Context: an optimization exercise on an open-source flow, tuned for small area, a short achievable clock period and few clock cycles per item. The choices shown serve that exercise and are no tape-out recipe. The RTL of this run was laid out without a check of its function. Power and IR drop assume default switching activity.

==> design.v <==
`default_nettype none
package idt_pkg;
	localparam int LEVEL_BITS = 12;
	localparam int IN_COL_BITS = 12;
	typedef enum logic [1:0] {
		KIND_INDENT = 2'd0,
		KIND_DEDENT = 2'd1,
		KIND_ERROR  = 2'd2
	} token_kind_t;
	typedef enum logic [1:0] {
		ERR_NONE     = 2'd0,
		ERR_DEPTH    = 2'd1,
		ERR_MISMATCH = 2'd2
	} error_code_t;
	typedef struct packed {
		logic                  last;
		logic [LEVEL_BITS-1:0] level;
		error_code_t           code;
		token_kind_t           kind;
	} result_t;
endpackage
`default_nettype wire
`default_nettype none
module idt_stack_ram #(
	parameter int DEPTH = 64,
	parameter int WIDTH = 12,
	parameter int LOW   = 6
) (
	input  wire logic             clk,
	input  wire logic             arst_n,
	input  wire logic             push,
	input  wire logic             pop,
	input  wire logic             zin,
	input  wire logic             zout,
	input  wire logic [WIDTH-1:0] wr_data,
	output logic      [WIDTH-1:0] top,
	output logic      [WIDTH-1:0] second,
	output logic                  hs_eq_ht_nxt,   
	output logic                  hs_is_0,    
	output logic                  hs_is_1,    
	output logic                  next_bit    
);
	localparam int N    = DEPTH - 1;
	localparam int HW   = WIDTH - LOW;
	localparam int NB   = N + (1 << HW) - 1;
	localparam int FAST = 3;
	logic [LOW-1:0] mem [N];
	logic [NB-1:0]  bits;
	logic [HW-1:0]  ht_q, hs_q, ht_d, hs_d;
	logic           hne_q, hne_d;   
	logic           push_q, pop_q, hold_q;
	logic           bdn_q, bup_q, bhold_q;
	logic [LOW-1:0] spill_q;
	logic           bspill_q;
	logic [LOW-1:0] below;    
	logic           bbelow;   
	logic hold, b_dn, b_up, b_hold, b_in;
	assign hold   = !push && !pop;
	assign b_dn   = push || zin;
	assign b_up   = pop || zout;
	assign b_hold = !b_dn && !b_up;
	assign b_in   = push;
	assign below  = ({LOW{push_q}} & spill_q) | ({LOW{pop_q}} & mem[FAST+1]) | ({LOW{hold_q}} & mem[FAST]);
	assign bbelow = (bdn_q & bspill_q) | (bup_q & bits[FAST+1]) | (bhold_q & bits[FAST]);
	always_ff @(posedge clk or negedge arst_n) begin
		if (!arst_n) begin
			mem[0] <= '0;
		end else begin
			mem[0] <= ({LOW{push}} & wr_data[LOW-1:0]) | ({LOW{pop}} & mem[1]) | ({LOW{hold}} & mem[0]);
		end
	end
	always_ff @(posedge clk) begin
		push_q   <= push;
		pop_q    <= pop;
		hold_q   <= hold;
		bdn_q    <= b_dn;
		bup_q    <= b_up;
		bhold_q  <= b_hold;
		spill_q  <= mem[FAST-1];
		bspill_q <= bits[FAST-1];
		for (int i = 1; i < FAST - 1; i++) begin
			mem[i] <= ({LOW{push}} & mem[i-1]) | ({LOW{pop}} & mem[i+1]) | ({LOW{hold}} & mem[i]);
		end
		mem[FAST-1] <= ({LOW{push}} & mem[FAST-2]) | ({LOW{pop}} & below) | ({LOW{hold}} & mem[FAST-1]);
		bits[0] <= (b_dn & b_in) | (b_up & bits[1]) | (b_hold & bits[0]);
		for (int i = 1; i < FAST - 1; i++) begin
			bits[i] <= (b_dn & bits[i-1]) | (b_up & bits[i+1]) | (b_hold & bits[i]);
		end
		bits[FAST-1] <= (b_dn & bits[FAST-2]) | (b_up & bbelow) | (b_hold & bits[FAST-1]);
		mem[FAST] <= ({LOW{push_q}} & spill_q) | ({LOW{pop_q}} & mem[FAST+1]) | ({LOW{hold_q}} & mem[FAST]);
		for (int i = FAST + 1; i < N - 1; i++) begin
			mem[i] <= ({LOW{push_q}} & mem[i-1]) | ({LOW{pop_q}} & mem[i+1]) | ({LOW{hold_q}} & mem[i]);
		end
		mem[N-1] <= ({LOW{push_q}} & mem[N-2]) | ({LOW{hold_q}} & mem[N-1]);
		bits[FAST] <= (bdn_q & bspill_q) | (bup_q & bits[FAST+1]) | (bhold_q & bits[FAST]);
		for (int i = FAST + 1; i < NB - 1; i++) begin
			bits[i] <= (bdn_q & bits[i-1]) | (bup_q & bits[i+1]) | (bhold_q & bits[i]);
		end
		bits[NB-1] <= (bdn_q & bits[NB-2]) | (bhold_q & bits[NB-1]);
	end
	always_comb begin
		ht_d  = ht_q;
		hs_d  = hs_q;
		hne_d = hne_q;
		if (push) begin
			ht_d  = wr_data[WIDTH-1:LOW];
			hs_d  = ht_q;
			hne_d = wr_data[WIDTH-1:LOW] != ht_q;
		end else if (pop) begin
			ht_d  = hs_q;
			hne_d = 1'b0;
		end else if (zin) begin
			hs_d  = hs_q + HW'(1);
			hne_d = hs_q + HW'(1) != ht_q;
		end else if (zout) begin
			hs_d  = hs_q - HW'(1);
			hne_d = 1'b1;
		end
	end
	always_ff @(posedge clk or negedge arst_n) begin
		if (!arst_n) begin
			ht_q  <= '0;
			hs_q  <= '0;
			hne_q <= 1'b0;
		end else begin
			ht_q  <= ht_d;
			hs_q  <= hs_d;
			hne_q <= hne_d;
		end
	end
	assign top      = {ht_q, mem[0]};
	assign second   = {hs_q, mem[1]};
	assign hs_eq_ht_nxt = !hne_d;
	assign hs_is_0  = hs_q == '0;
	assign hs_is_1  = hs_q == HW'(1);
	assign next_bit = bits[1];
endmodule
`default_nettype wire
`default_nettype none
module idt_ctrl #(
	parameter int STACK_DEPTH = 64,
	parameter int COLUMN_BITS = 12
) (
	input  wire logic                   clk,
	input  wire logic                   arst_n,
	input  wire logic                   in_valid,
	output logic                        in_take,
	input  wire logic [COLUMN_BITS-1:0] in_col,
	input  wire logic                   in_skip,
	input  wire logic [COLUMN_BITS-1:0] in_skid_col,   
	input  wire logic [COLUMN_BITS-1:0] in_port_col,   
	input  wire logic                   in_from_port,
	input  wire logic                   in_valid_nxt,  
	input  wire logic                   in_skip_nxt,   
	output logic                        out_valid,
	input  wire logic                   out_ready,
	output idt_pkg::result_t            out_res,
	output logic                        st_push,
	output logic                        st_pop,
	output logic                        st_zin,
	output logic                        st_zout,
	input  wire logic                   st_hs_eq_ht_nxt,
	input  wire logic                   st_hs_is_0,
	input  wire logic                   st_hs_is_1,
	input  wire logic                   st_next_bit,
	input  wire logic [COLUMN_BITS-1:0] st_top,
	input  wire logic [COLUMN_BITS-1:0] st_second
);
	localparam int DW = $clog2(STACK_DEPTH);
	localparam int LB = idt_pkg::LEVEL_BITS;
	logic [DW-1:0]          d_q, d_d;
	logic                   push_q, pop_q;
	logic                   at_full_m1;      
	logic                   full_q, full_d;  
	logic                   halted_q, halted_d;
	logic                   busy_q, busy_d;  
	logic                   errp_q, errp_d;  
	logic [DW-1:0]          owe_q, owe_d;    
	logic                   owing_q, owing_d;  
	logic [DW-1:0]          d_inc, d_dec;
	logic                   fix_q, fix_d;    
	logic [COLUMN_BITS-1:0] col_q, col_d;
	logic                   out_valid_q, out_valid_d;
	idt_pkg::result_t       out_res_q, out_res_d;
	logic                   want_push_q, want_push_d;
	logic                   want_zin_q, want_zin_d;
	logic                   want_pop_q, want_pop_d;
	logic                   want_take_q, want_take_d;    
	logic                   want_err_q, want_err_d;      
	logic                   want_owe_q, want_owe_d;      
	logic                   want_abs_q, want_abs_d;      
	idt_pkg::error_code_t   ecode_q, ecode_d;
	logic                   out_free, take, absorb, err;
	logic [COLUMN_BITS-1:0] top, sec;
	logic                   sec_gt, sec_eq;
	logic                   gt_q, lt_q, gt_d, lt_d;
	logic                   head_load;
	logic                   idle_d, line_d;
	assign out_free = !out_valid_q || out_ready;
	assign d_inc    = d_q + DW'(1);
	assign d_dec    = d_q - DW'(1);
	assign d_d      = push_q ? d_inc : pop_q ? d_dec : d_q;
	assign at_full_m1 = (push_q && d_q == DW'(STACK_DEPTH - 3))
		|| (!push_q && !pop_q && d_q == DW'(STACK_DEPTH - 2))
		|| (pop_q && d_q == DW'(STACK_DEPTH - 1));
	assign top      = st_top;
	assign sec      = st_second;
	assign sec_gt   = busy_q ? (sec > col_q) : (sec > in_col);
	assign sec_eq   = busy_q ? (sec == col_q) : (sec == in_col);
	assign st_push  = want_push_q && out_free;
	assign st_pop   = want_pop_q && out_free;
	assign st_zin   = want_zin_q && out_free;
	assign st_zout  = fix_q;
	assign take     = want_take_q && out_free;
	assign err      = want_err_q && out_free;
	assign absorb   = want_abs_q && in_valid && (in_skip || in_col == col_q);
	assign in_take  = take || absorb;
	assign out_valid = out_valid_q;
	assign out_res   = out_res_q;
	always_comb begin
		halted_d    = halted_q;
		busy_d      = busy_q;
		errp_d      = errp_q;
		owe_d       = owe_q;
		owing_d     = owing_q;
		fix_d       = 1'b0;
		col_d       = take ? in_col : col_q;
		out_valid_d = (out_valid_q && !out_ready) || st_push || st_pop || err;
		out_res_d   = out_res_q;
		if (fix_q) begin
			fix_d = !st_next_bit && !st_hs_is_1;
		end
		if (absorb) begin
			owe_d   = owe_q + DW'(1);
			owing_d = 1'b1;
		end
		if (st_push) begin
			out_res_d.last  = 1'b1;
			out_res_d.level = LB'(in_col);
			out_res_d.code  = idt_pkg::ERR_NONE;
			out_res_d.kind  = idt_pkg::KIND_INDENT;
		end else if (st_pop) begin
			fix_d           = !st_next_bit && !st_hs_is_0;
			busy_d          = sec_gt;
			errp_d          = !sec_gt && !sec_eq;
			if (sec_eq) begin
				owe_d   = '0;
				owing_d = 1'b0;
			end
			out_res_d.last  = sec_eq;
			out_res_d.level = LB'(sec);
			out_res_d.code  = idt_pkg::ERR_NONE;
			out_res_d.kind  = idt_pkg::KIND_DEDENT;
		end else if (err) begin
			if (ecode_q != idt_pkg::ERR_NONE) begin
				halted_d = 1'b1;
			end
			errp_d = 1'b0;
			if (want_owe_q) begin
				owe_d   = owe_q - DW'(1);
				owing_d = owe_q != DW'(1);
			end
			out_res_d.last  = 1'b1;
			out_res_d.level = LB'(top);
			out_res_d.code  = ecode_q;
			out_res_d.kind  = idt_pkg::KIND_ERROR;
		end
		head_load = in_take || !in_valid;
		if (head_load) begin
			if (st_push) begin
				gt_d = in_from_port ? (in_port_col > in_col) : (in_skid_col > in_col);
				lt_d = in_from_port ? (in_port_col < in_col) : (in_skid_col < in_col);
			end else if (st_pop) begin
				gt_d = in_from_port ? (in_port_col > sec) : (in_skid_col > sec);
				lt_d = in_from_port ? (in_port_col < sec) : (in_skid_col < sec);
			end else begin
				gt_d = in_from_port ? (in_port_col > top) : (in_skid_col > top);
				lt_d = in_from_port ? (in_port_col < top) : (in_skid_col < top);
			end
		end else begin
			if (st_pop) begin
				gt_d = in_col > sec;
				lt_d = in_col < sec;
			end else begin
				gt_d = in_col > top;
				lt_d = in_col < top;
			end
		end
		full_d = full_q;
		if (st_push) begin
			full_d = at_full_m1;
		end else if (st_pop) begin
			full_d = 1'b0;
		end
		idle_d      = !fix_d && !errp_d && !busy_d && !owing_d;
		line_d      = idle_d && in_valid_nxt;
		want_zin_d  = line_d && !halted_d && !in_skip_nxt && gt_d && !full_d && !st_hs_eq_ht_nxt;
		want_push_d = line_d && !halted_d && !in_skip_nxt && gt_d && !full_d && st_hs_eq_ht_nxt;
		want_pop_d  = !fix_d && !errp_d && (busy_d
			|| (idle_d && in_valid_nxt && !halted_d && !in_skip_nxt && lt_d));
		want_take_d = line_d && !want_zin_d;
		want_abs_d  = !fix_d && !errp_d && busy_d;
		want_owe_d  = !fix_d && !errp_d && !busy_d && owing_d;
		want_err_d  = !fix_d && (errp_d || want_owe_d
			|| (line_d && (halted_d || (!in_skip_nxt && gt_d && full_d))));
		if (errp_d) begin
			ecode_d = idt_pkg::ERR_MISMATCH;
		end else if (want_owe_d || halted_d) begin
			ecode_d = idt_pkg::ERR_NONE;
		end else begin
			ecode_d = idt_pkg::ERR_DEPTH;
		end
	end
	always_ff @(posedge clk or negedge arst_n) begin
		if (!arst_n) begin
			d_q         <= '0;
			push_q      <= 1'b0;
			pop_q       <= 1'b0;
			full_q      <= 1'b0;
			halted_q    <= 1'b0;
			busy_q      <= 1'b0;
			errp_q      <= 1'b0;
			owe_q       <= '0;
			owing_q     <= 1'b0;
			fix_q       <= 1'b0;
			out_valid_q <= 1'b0;
			want_push_q <= 1'b0;
			want_zin_q  <= 1'b0;
			want_pop_q  <= 1'b0;
			want_take_q <= 1'b0;
			want_err_q  <= 1'b0;
			want_owe_q  <= 1'b0;
			want_abs_q  <= 1'b0;
		end else begin
			d_q         <= d_d;
			push_q      <= st_push;
			pop_q       <= st_pop;
			full_q      <= full_d;
			halted_q    <= halted_d;
			busy_q      <= busy_d;
			errp_q      <= errp_d;
			owe_q       <= owe_d;
			owing_q     <= owing_d;
			fix_q       <= fix_d;
			out_valid_q <= out_valid_d;
			want_push_q <= want_push_d;
			want_zin_q  <= want_zin_d;
			want_pop_q  <= want_pop_d;
			want_take_q <= want_take_d;
			want_err_q  <= want_err_d;
			want_owe_q  <= want_owe_d;
			want_abs_q  <= want_abs_d;
		end
	end
	always_ff @(posedge clk) begin
		col_q     <= col_d;
		out_res_q <= out_res_d;
		gt_q      <= gt_d;
		lt_q      <= lt_d;
		ecode_q   <= ecode_d;
	end
endmodule
`default_nettype wire
`default_nettype none
module indent_dedent_tracker_core #(
	parameter int STACK_DEPTH = 64,
	parameter int COLUMN_BITS = 12
) (
	input  wire logic        clk,
	input  wire logic        arst_n,
	input  wire logic        s_tvalid,
	output logic             s_tready,
	input  wire logic [15:0] s_tdata,   
	input  wire logic [0:0]  s_tuser,   
	output logic             m_tvalid,
	input  wire logic        m_tready,
	output logic [15:0]      m_tdata,   
	output logic [1:0]       m_tuser,   
	output logic             m_tlast
);
	localparam int CB = idt_pkg::IN_COL_BITS;
	logic          in_v_q, s_rdy_q, head_v_q, skid_v_q;
	logic          in_v_d, s_rdy_d, head_v_d, skid_v_d;
	logic [CB:0]   in_q, head_q, skid_q;    
	logic          acc, fwd, take;
	assign s_tready = s_rdy_q;
	assign acc      = s_tvalid && s_rdy_q;
	assign fwd      = in_v_q && !skid_v_q;
	always_comb begin
		if (!head_v_q || take) begin
			head_v_d = skid_v_q || fwd;
			skid_v_d = 1'b0;
		end else begin
			head_v_d = 1'b1;
			skid_v_d = skid_v_q || fwd;
		end
		in_v_d  = acc || (in_v_q && skid_v_q);
		s_rdy_d = !in_v_d || !skid_v_d;
	end
	always_ff @(posedge clk or negedge arst_n) begin
		if (!arst_n) begin
			in_v_q   <= 1'b0;
			s_rdy_q  <= 1'b0;
			head_v_q <= 1'b0;
			skid_v_q <= 1'b0;
		end else begin
			in_v_q   <= in_v_d;
			s_rdy_q  <= s_rdy_d;
			head_v_q <= head_v_d;
			skid_v_q <= skid_v_d;
		end
	end
	always_ff @(posedge clk) begin
		if (s_rdy_q) begin
			in_q <= {s_tuser[0], s_tdata[CB-1:0]};
		end
		if (!head_v_q || take) begin
			head_q <= skid_v_q ? skid_q : in_q;
		end
		if (!skid_v_q) begin
			skid_q <= in_q;
		end
	end
	idt_pkg::result_t       res;
	logic                   push, pop, zin, zout;
	logic                   hs_eq_ht, hs_is_0, hs_is_1, next_bit;
	logic [COLUMN_BITS-1:0] st_top, st_second;
	idt_ctrl #(
		.STACK_DEPTH (STACK_DEPTH),
		.COLUMN_BITS (COLUMN_BITS)
	) u_ctrl (
		.clk       (clk),
		.arst_n    (arst_n),
		.in_valid  (head_v_q),
		.in_take   (take),
		.in_col    (head_q[CB-1:0]),
		.in_skip   (head_q[CB]),
		.in_skid_col  (skid_q[CB-1:0]),
		.in_port_col  (in_q[CB-1:0]),
		.in_from_port (!skid_v_q),
		.in_valid_nxt (head_v_d),
		.in_skip_nxt  ((!head_v_q || take) ? (skid_v_q ? skid_q[CB] : in_q[CB]) : head_q[CB]),
		.out_valid (m_tvalid),
		.out_ready (m_tready),
		.out_res   (res),
		.st_push   (push),
		.st_pop    (pop),
		.st_zin    (zin),
		.st_zout   (zout),
		.st_hs_eq_ht_nxt (hs_eq_ht),
		.st_hs_is_0  (hs_is_0),
		.st_hs_is_1  (hs_is_1),
		.st_next_bit (next_bit),
		.st_top    (st_top),
		.st_second (st_second)
	);
	idt_stack_ram #(
		.DEPTH (STACK_DEPTH),
		.WIDTH (COLUMN_BITS)
	) u_stack (
		.clk     (clk),
		.arst_n  (arst_n),
		.push    (push),
		.pop     (pop),
		.zin     (zin),
		.zout    (zout),
		.wr_data (head_q[CB-1:0]),
		.top     (st_top),
		.second  (st_second),
		.hs_eq_ht_nxt (hs_eq_ht),
		.hs_is_0  (hs_is_0),
		.hs_is_1  (hs_is_1),
		.next_bit (next_bit)
	);
	assign m_tdata = {2'b00, res.level, res.code};
	assign m_tuser = res.kind;
	assign m_tlast = res.last;
endmodule
`default_nettype wire
==> run.sh <==
#!/bin/bash
# synth_recipe.tcl (not shown) runs the flow's synth.tcl, then flattens the netlist and writes it again
# the make line also repeats each setting of config.mk as NAME=value (left out here)
make -C /OpenROAD-flow-scripts/flow DESIGN_CONFIG=/design/flow/config.mk WORK_HOME=/design/flow/orfs CLKGATE_MAP_FILE= SYNTH_SCRIPT=/design/flow/synth_recipe.tcl finish
==> config.mk <==
export PLATFORM = sky130hd
export DESIGN_NAME = indent_dedent_tracker_core
export DESIGN_NICKNAME = indent_dedent_tracker_core
export VERILOG_FILES = /design/flow/design.v
export SDC_FILE = /design/flow/constraint.sdc
export NUM_CORES = 4
export LEC_CHECK = 0
export CAP_MARGIN = 20
export CORE_MARGIN = 2
export CORE_UTILIZATION = 40
export PLACE_DENSITY = 0.45
export SETUP_SLACK_MARGIN = 2.8
export SLEW_MARGIN = 20
==> constraint.sdc <==
create_clock -name core_clock -period 5.0 [get_ports {clk}]
set_input_delay 1.0000 -clock core_clock [delete_from_list [all_inputs] [get_ports {clk}]]
set_output_delay 1.0000 -clock core_clock [all_outputs]
set_load 0.01 [all_outputs]
==> run notes <==
status timing/DRC/antenna clean; crit path max fanout 4; Die ar. 0.0661 mm²; Slowest-stage cell, CP or4_4; Leak 15.1 nW; CP dominant cell by count a31oi_2; fillers 5856; post-synthesis sequential area ratio 0.523; reg-to-reg endpoint u_ctrl.want_push_q; Critical Path AT 3040 ps; post-route minimum period 2590 ps; worst relative slew slack 0.347; Rows 92; port bufs 35; Placed Cells 3167; CTS HTree Levels 3; Antenna diodes 0; Crit Path Category reg -> reg; Netlist cell types 75; Post-synth EDFFs 50; TritonCTS clock tree yes; 1st-iter DRT viols 3437; Final #Nets 2608; post-synthesis area per instance 10.4 µm²; top post-synthesis cells by count 542 x inv_1, 531 x dfxtp_1, 476 x a222oi_1; Syn Std Cell Area 0.0256 mm²; initial antenna violation count 0; final setup vio count 0; Worst-Skew Late Latency 610 ps; synthesized flop and latch total 632; crit path launch type flip-flop; worst r2r src u_stack.mem[1][1]; crit share post-route 0.518; Clock transition at path regs 60 ps; Syn-to-layout area delta 17.2%; setup slack, reg-to-reg 2410 ps; Synth top area share 0.415; largest net degree at the start of global routing 174; Peak Freq 0.386 GHz; synth top area cells dfxtp_1 42%, a222oi_1 19%, inv_1 7.9%, edfxtp_1 5.9%, ha_1 5.8%; Gate Count Post-Synth 2455; post-place instance area 0.0266 mm²; number of global-route vias before repair 17800; TritonCTS buffer count 72; Peak VDD IR 0.256 mV; Hold Path Origin u_stack.bits[2]; Initial Util 0.405; via count 19700; WL final 59400 µm; Hold EP u_stack.bspill_q; die width 257 µm; clk root buf clkbuf_16; clk sinks 632; count leader, synth inv_1; CTS Buffer Depth 3; power per cell area 397 mW/mm²; gpl congestion 0.880; Hold Crit Depth 0; Hold Crit Class reg -> reg; Pins Over Slew Limit 0; Fin Hold WS 371 ps; global-route wire length before repair 95000 µm; HPWL after detailed placement 34600 µm; fin cells 3366; max-cap violations 0; Reg2Reg Depth 11; synth warn 4; Finished Cell Area 0.0300 mm²; worst slew pin tran 980 ps; antenna-violating nets left 0; critical path cell sequence inv_4 -> ha_4 -> nor2b_4 -> o211ai_1 -> a211oi_2 -> or4_4 -> o311ai_4 -> a31oi_2 -> a31oi_2 -> buf_6 -> nor4_2; final hold vios 0; # DRC 0; global route overflow 0; Final Util 0.475; Post-CTS Hold Buffers 0; delay-heaviest family, CP compound AO/OA/AOI/OAI gates; ys flop type dfxtp_1; Setup TNS Final 0 ps; ratio of cells with drive above 1 in the final layout 0.142; gr usage total 0.173; core box area 0.0632 mm²; Post-synth ARST share 0.0807; vias per cell 5.86; Clock Skew 23.9 ps; Worst EP required 5450 ps; CP endpoint kind flip-flop; Boundary Pins 42; RSZ-0062 raised after global routing yes; CP peak stage delay 590 ps; die height 257 µm; area leader, netlist dfxtp_1; Pre-antenna DRT Iters 15; Bufs and invs on worst path 2; Avg WL per Cell 17.7 µm
==> worst register-to-register path: cells and delay by family (launching register included) <==
kind,cells,cell delay (ps)
adder cells (fa/ha/maj),1,210
buffers and inverters,2,210
AND/OR/NAND/NOR,3,770
flip-flops,1,370
AO/OA/AOI/OAI,5,910
==> kinds of logic (layout without fill, tap and decap cells) <==
kind of cell    count (synthesis)  count (layout)  synth area share
other cells                     1               2          0.000146
compound gates                728             729             0.251
mux                            17              17           0.00728
xor+xnor                       32              32            0.0109
fa+ha+maj                     120             120            0.0589
simple gates                  195             196            0.0404
flops                         632             632             0.523
buf+inv                       730             792             0.108
==> stage by stage <==
stage	power, mW	worst slack [ps]
3_3_place_gp	6.64	1230
2_1_floorplan	6.28	2380
4_1_cts	12.0	2440
6_report	11.9	2410
3_5_place_dp	6.66	1210
5_1_grt	12.5	2350
==> how the worst max path moves through the flow <==
stage | start | endpoint | depth (start not counted)
after floorplan | m_tready | u_ctrl.want_zin_q | 9
after global placement | m_tready | u_ctrl.want_take_q | 9
after detailed placement | m_tready | u_ctrl.want_take_q | 9
after CTS | u_stack.mem[1][1] | u_ctrl.want_err_q | 11
after global routing | u_stack.mem[1][1] | u_ctrl.want_err_q | 11
final | u_stack.mem[1][1] | u_ctrl.want_push_q | 11
==> where the power goes <==
part	internal, mW	leakage, nW	switching (mW)
logic	0.564	8.55	0.850
clock network	3.03	1.13	2.05
registers	5.25	5.38	0.174
==> per-layer routing <==
metal | vias up | track usage | share of wire
met2 | 518 | 0.268 | 0.45
li1 | 9416 | - | -
met3 | 110 | 0.0334 | 0.050
met5 | - | 0 | 0
met4 | 0 | 0.0610 | 0.028
met1 | 9673 | 0.241 | 0.47
==> sequential cells by signal, summed over array words and instances, names as in the netlist, 6 cells and up <==
signal / count
head_q: 13
in_q: 13
skid_q: 13
u_ctrl.col_q: 12
u_ctrl.d_q: 6
u_ctrl.out_res_q: 17
u_ctrl.owe_q: 6
u_stack.bits: 126
u_stack.hs_q: 6
u_stack.ht_q: 6
u_stack.mem: 378
u_stack.spill_q: 6
==> final cells by class <==
| class | instances | area, µm² | area share |
|---|---|---|---|
| Sequential cell | 632 | 13500 | 0.449 |
| Multi-Input combinational cell | 1096 | 10000 | 0.334 |
| Inverter | 545 | 2080 | 0.0693 |
| Clock buffer | 107 | 2080 | 0.0691 |
| Timing Repair Buffer | 120 | 1100 | 0.0368 |
| Tap cell | 846 | 1060 | 0.0353 |
| Clock inverter | 20 | 206 | 0.00688 |
==> layout by cell type (no fill, tap or decap), types with 23 or more instances in the layout <==
cell type,instances
ha_1,109
nand2_1,48
dfxtp_1,515
dfrtp_1,43
inv_1,522
nor2_1,28
a22oi_1,32
clkbuf_16,74
nand4_1,23
clkbuf_1,23
edfxtp_1,50
buf_4,59
a222oi_1,476
a21oi_1,63
o21ai_0,45
==> timing repair <==
item	CTS	global route
buffers inserted	57	12
cloned	1	1
pin swaps	39	30
endpoints found under the setup margin	122	128
gates resized for setup	178	61

==> separate check: timing with driven ports <==
No port has a modelled driver above. Below, the same layout with a new extraction and two added sets of constraints. Step 1 sets driving cells, clkbuf_16 on the clock port and buf_2 on the other inputs (assumed; they add their load-dependent delay and slew). Step 2, shift: input delay + t, output delay - t, t = (earliest + latest rising clock arrival at the registers) / 2. This alone moves slack from input paths to output paths. Slacks: no drivers / after step 1 / after step 2; pairs: no drivers / after step 1.
shift t [ns]: 0.655
setup slack, ns: 2.412 / 2.412 / 2.016
cell pins on the clock port's net: 1
After both steps setup and hold are still met in this run. The setup slack of this run moves by 0.000 ns with the drivers and by -0.396 ns with both steps.
